What follows belongs to an exercise in optimizing a design on an open flow for small area, a short achievable clock period and few clock cycles per item; a production flow would make more cautious choices.
RTL that was checked went through simulation tests only; none was proved equivalent to the original.

==> inputs of run a <==
==> flow/design.v (excerpt) <==
module multi_waveform_oscillator_mixer_core (
   input  logic        clock,
   input  logic        reset,
   input  logic        req_tvalid,
   output logic        req_tready,
   input  logic [31:0] req_tdata,
   input  logic        req_tlast,
   output logic        rsp_tvalid,
   input  logic        rsp_tready,
   output logic [31:0] rsp_tdata,
   output logic        rsp_tlast,
   input  logic        csr_we,
   input  logic [2:0]  csr_index,
   input  logic [31:0] csr_wdata
);
   logic [31:0] step_ff;
   logic [2:0]  wave_ff;
   logic        fold_ff;
   logic [15:0] vol_ff;
   logic [6:0]  mix_ff;
   logic [22:0] vm_ff;
   always_ff @(posedge clock) begin
      if (reset) begin
         step_ff <= '0;
         wave_ff <= 3'd1;
         fold_ff <= 1'b0;
         vol_ff  <= '0;
         mix_ff  <= '0;
      end else if (csr_we) begin
         case (csr_index)
            3'd0: step_ff <= csr_wdata;
            3'd1: wave_ff <= csr_wdata[2:0];
            3'd2: fold_ff <= csr_wdata[0];
            3'd3: vol_ff  <= csr_wdata[15:0];
            3'd4: mix_ff  <= csr_wdata[6:0];
            default: begin
            end
         endcase
      end
   end
   logic vmc1_ff;
   logic vmc2_ff;
   logic [31:0] prod_lo;
   logic [38:0] prod;
   always_ff @(posedge clock) begin
      if (reset) begin
         vmc1_ff <= 1'b0;
         vmc2_ff <= 1'b0;
         vm_ff   <= '0;
  ...
export LEC_CHECK = 0
export CAP_MARGIN = 20
export CORE_MARGIN = 2
export CORE_UTILIZATION = 40
export SETUP_SLACK_MARGIN = 5
export SLEW_MARGIN = 20
export SYNTH_MEMORY_MAX_BITS = 32768
create_clock -name core_clock -period 10.0 [get_ports {clock}]
run.sh (not shown) runs the stock make flow with config.mk's settings and CLKGATE_MAP_FILE= SYNTH_SCRIPT=/design/flow/synth_recipe.tcl, a recipe that flattens the netlist after the stock synthesis.
==> run b (differences from run a) <==
--- a/flow/design.v
+++ b/flow/design.v
@@ -1297,14 +1297,14 @@
             vm_ff <= prod_lo[22:0];
          end
       end
    end
    logic        oadv;
    logic        take;
-   logic        o0_v, o1_v, o2_v, o3_v, o4_v, out_v;
-   assign req_tready = o4_v && (!out_v || rsp_tready);
+   logic        o0_v, o1_v, o2_v, o3_v, o4_v, out_v, sk_v;
+   assign req_tready = o4_v && !sk_v;
    assign take       = req_tvalid && req_tready;
    assign oadv       = !o4_v || take;
    always_ff @(posedge clock) begin
       if (reset || csr_we) begin
          o0_v <= 1'b0;
          o1_v <= 1'b0;
@@ -1316,21 +1316,12 @@
          o1_v <= o0_v;
          o2_v <= o1_v;
          o3_v <= o2_v;
          o4_v <= o3_v;
       end
    end
-   always_ff @(posedge clock) begin
-      if (reset) begin
-         out_v <= 1'b0;
-      end else if (take) begin
-         out_v <= 1'b1;
-      end else if (rsp_tready) begin
-         out_v <= 1'b0;
-      end
-   end
    logic [31:0] fphase_ff;
    logic [31:0] phase_ff;
    always_ff @(posedge clock) begin
       if (reset) begin
          fphase_ff <= '0;
       end else if (take) begin
@@ -1504,16 +1495,39 @@
       end else begin
          sat16 = v[15:0];
       end
    endfunction
    assign sat_l = sat16(sum_l);
    assign sat_r = sat16(sum_r);
+   logic [32:0] new_d;
+   logic [32:0] sk_d;
    logic [32:0] out_d;
+   logic        out_free;
+   assign new_d    = {req_tlast, sat_r, sat_l};
+   assign out_free = !out_v || rsp_tready;
    always_ff @(posedge clock) begin
-      if (take) begin
-         out_d <= {req_tlast, sat_r, sat_l};
+      if (reset) begin
+         out_v <= 1'b0;
+         sk_v  <= 1'b0;
+      end else if (out_free) begin
+         out_v <= sk_v || take;
+         sk_v  <= sk_v && take;
+      end else begin
+         sk_v  <= sk_v || take;
+      end
+   end
+   always_ff @(posedge clock) begin
+      if (out_free) begin
+         if (sk_v) begin
+            out_d <= sk_d;
+         end else if (take) begin
+            out_d <= new_d;
+         end
+      end
+      if (take && (sk_v || !out_free)) begin
+         sk_d <= new_d;
       end
    end
    assign rsp_tvalid = out_v;
    assign rsp_tdata  = out_d[31:0];
    assign rsp_tlast  = out_d[32];
 endmodule
==> flow_summary.ini <==
[yosys]
synth_edf_count = 198
synth-seq-cells = 377
netlist_top_cells_count = 595 x inv_1, 452 x nand2_1, 427 x ha_1
synth-xor-area-share_pct = 8.10
synth_area_sq_um = 44200

[floorplan]
coreArea_sq_um = 109000
start_util_pct = 40.5

[clock_network]
post_cts_buffers = 140

[outcome]
status = timing/DRC/antenna clean
The numbers above come from run b.

==> flow_summary.ini <==
[floorplan]
coreArea_sq_um = 106000
start_util_pct = 40.4

[yosys]
netlist_top_cells_count = 576 x inv_1, 444 x nand2_1, 427 x ha_1
synth_area_sq_um = 42700
synth-async-reset-ratio_pct = 0
synth_edf_count = 165

[critical_path]
reg2reg_setup_slack_ps = 4350

[global_route]
grt_pass1_wl_mm = 209

[clock_network]
post_cts_buffers = 103

[outcome]
status = timing/DRC/antenna clean
The numbers above come from run a.

No run of this note included a check of the RTL's function; only the layout flow was run.

---

==> wip/pepper: inputs <==
Another version of the RTL of multi_waveform_oscillator_mixer_core (not shown whole).
clock: 10.0 ns
lec_check: 0
cap_margin: 20
core_margin: 2
core_utilization: 60
place_density: 0.72
setup_slack_margin: 5
slew_margin: 20
synth_memory_max_bits: 32768
==> wip/willow: changes against wip/pepper <==
--- a/flow/design.v
+++ b/flow/design.v
@@ -1318,30 +1318,30 @@
          vmc2_ff <= vmc1_ff;
          if (vmc1_ff) begin
             vm_ff <= 23'(vol_ff);
          end else if (vmc2_ff) begin
             vm_ff <= prod_lo[22:0];
          end
       end
    end
-   logic        oadv;
+   logic        restart;
    logic        take;
    logic        o0_v, o1_v, o2_v, o3_v, o4_v, out_v;
    assign req_tready = o4_v && (!out_v || rsp_tready);
    assign take       = req_tvalid && req_tready;
-   assign oadv       = !o4_v || take;
+   assign restart    = csr_we || (o4_v && !take);
    always_ff @(posedge clock) begin
-      if (reset || csr_we) begin
+      if (reset || restart) begin
          o0_v <= 1'b0;
          o1_v <= 1'b0;
          o2_v <= 1'b0;
          o3_v <= 1'b0;
          o4_v <= 1'b0;
-      end else if (oadv) begin
+      end else begin
          o0_v <= 1'b1;
          o1_v <= o0_v;
          o2_v <= o1_v;
          o3_v <= o2_v;
          o4_v <= o3_v;
       end
    end
    always_ff @(posedge clock) begin
@@ -1360,19 +1360,19 @@
          fphase_ff <= '0;
       end else if (take) begin
          fphase_ff <= fphase_ff + step_ff;
       end
    end
    always_ff @(posedge clock) begin
       if (reset) begin
          phase_ff <= '0;
-      end else if (csr_we) begin
+      end else if (restart) begin
          phase_ff <= fphase_ff;
-      end else if (oadv) begin
+      end else begin
          phase_ff <= phase_ff + step_ff;
       end
    end
    logic [14:0] mir;
    logic [10:0] idx;
    assign mir = phase_ff[30] ? 15'd16384 - {1'b0, phase_ff[29:16]}
                              : {1'b0, phase_ff[29:16]};
    assign idx = phase_ff[30] ? 11'd1024 - {1'b0, phase_ff[29:20]}
@@ -1408,20 +1408,18 @@
          3'd5:    sel0 = 29'(saw_mag);
          default: sel0 = '0;
       endcase
    end
    assign neg0 = phase_ff[31] && !fold_ff && (wave_ff != 3'd3);
    logic        v0_neg;
    logic [28:0] v0_sel;
    always_ff @(posedge clock) begin
-      if (oadv) begin
-         v0_neg <= neg0;
-         v0_sel <= sel0;
-      end
+      v0_neg <= neg0;
+      v0_sel <= sel0;
    end
    logic [14:0] para;
    logic [14:0] w1;
    mwo_para u_para (
       .s (v0_sel),
       .w (para)
    );
    mwo_sine_sum u_sine_sum (
@@ -1441,17 +1439,17 @@
    logic [15:0] v1_x;
    logic        v1_neg;
    logic        v1_kc;
    always_ff @(posedge clock) begin
       if (vmc1_ff) begin
          v1_x   <= 16'(mix_ff);
          v1_neg <= 1'b0;
          v1_kc  <= 1'b0;
-      end else if (oadv) begin
+      end else begin
          v1_x   <= {v0_neg, w1 ^ {15{v0_neg}}};
          v1_neg <= v0_neg;
          v1_kc  <= 1'b1;
       end
    end
    logic [7:0]  b_one;
    logic [7:0]  b_two;
    logic [7:0]  b_ng;
@@ -1471,47 +1469,41 @@
       .vm  (vm_ff),
       .pl  (prod_lo)
    );
    logic [31:0] v2_pl;
    logic [3:0]  v2_one;
    logic [3:0]  v2_two;
    logic [3:0]  v2_ng;
    always_ff @(posedge clock) begin
-      if (oadv) begin
-         v2_pl  <= prod_lo;
-         v2_one <= b_one[7:4];
-         v2_two <= b_two[7:4];
-         v2_ng  <= b_ng[7:4];
-      end
+      v2_pl  <= prod_lo;
+      v2_one <= b_one[7:4];
+      v2_two <= b_two[7:4];
+      v2_ng  <= b_ng[7:4];
    end
    mwo_mul_hi u_mul_hi (
       .onh (v2_one),
       .twh (v2_two),
       .ngh (v2_ng),
       .vm  (vm_ff),
       .pl  (v2_pl),
       .p   (prod)
    );
    logic [21:0] v2_t;
    always_ff @(posedge clock) begin
-      if (oadv) begin
-         v2_t <= prod[38:17];
-      end
+      v2_t <= prod[38:17];
    end
    logic [17:0] osc;
    mwo_div u_div (
       .t   (v2_t),
       .osc (osc)
    );
    logic [17:0] v3_osc;
    always_ff @(posedge clock) begin
-      if (oadv) begin
-         v3_osc <= osc;
-      end
+      v3_osc <= osc;
    end
    logic signed [17:0] sum_l;
    logic signed [17:0] sum_r;
    logic [15:0] sat_l;
    logic [15:0] sat_r;
    assign sum_l = $signed({{2{req_tdata[15]}}, req_tdata[15:0]}) + $signed(v3_osc);
    assign sum_r = $signed({{2{req_tdata[31]}}, req_tdata[31:16]}) + $signed(v3_osc);
    function automatic logic [15:0] sat16(input logic signed [17:0] v);
CORE_UTILIZATION = 40   (was 60)
PLACE_DENSITY = unset   (was 0.72)
TNS_END_PERCENT = 10   (was unset)
==> comparison table <==
metric	wip/willow	wip/pepper
Status	complete, no violations	complete, no violations
Worst setup path class	input pin to flop	flop to flop
Combined buffer and inverter count along the critical path	1	5
Worst hold slack across all endpoints	0.458 ns	0.454 ns
Count of distinct cell types in the synthesized netlist	89	87
Data arrival time of the critical path	5.38 ns	5.62 ns
Largest fanout on the critical path	8	12
Met3 Resource Use GR	3.20%	4.69%
Maximum cell stage delay along the critical path	0.45 ns	0.54 ns
TritonRoute pass-1 iters	6	7
Number of stages on the worst setup path	13	20
Worst Hold Path EP	vol_ff[4]$_SDFFE_PP0P_	vol_ff[14]$_SDFFE_PP0P_
Clock period minus worst slack	5.09 ns	5.33 ns
Total of cells resized after clock tree synthesis	143	183
Highest routed metal layer	met5	met4
Placed Instances	6111	5825
Final Core Density	45.7%	69.9%
Width of the chip	321 um	268 um
Met1 track demand over resource in global routing	31.5%	45.5%
Worst relative slew slack	33.8%	28.4%
Testbench counts of wip/pepper, summed over its fixed seeds: cycles 2,400, items 2,048.
Testbench counts of wip/willow, summed over its fixed seeds: cycles 2,400, items 2,048.

-- static timing again, ports no longer ideal --
No port has a modelled driver above. Below, the same layouts with a new extraction and two added sets of constraints.
Step 1 assumes that a clkbuf_16 drives the clock port and a buf_2 every other input.
Step 2 adds t to the input delays and takes it off the output delays; t is the mean of the earliest and latest rising clock arrival at the registers after step 1. Input paths then give back, and output paths get back, about the clock's delay inside the block.
a / b / c = no drivers / after step 1 / after step 2; a / b = the first two.
run | t, ns | slack for setup (ns) | hold slack, ns
run a | 0.635 | 4.346 / 4.346 / 4.346 | 0.421 / 0.421 / 0.421
run b | 0.670 | 4.643 / 4.643 / 4.487 | 0.417 / 0.417 / 0.417
wip/pepper | 0.631 | 4.670 / 4.670 / 4.403 | 0.454 / 0.454 / 0.454
wip/willow | 0.607 | 4.913 / 4.952 / 4.345 | 0.458 / 0.458 / 0.458
After both steps setup and hold are still met in every run listed. For wip/willow, which loses most, drivers alone change the setup slack by +0.039 ns; drivers and shift together by -0.568 ns.
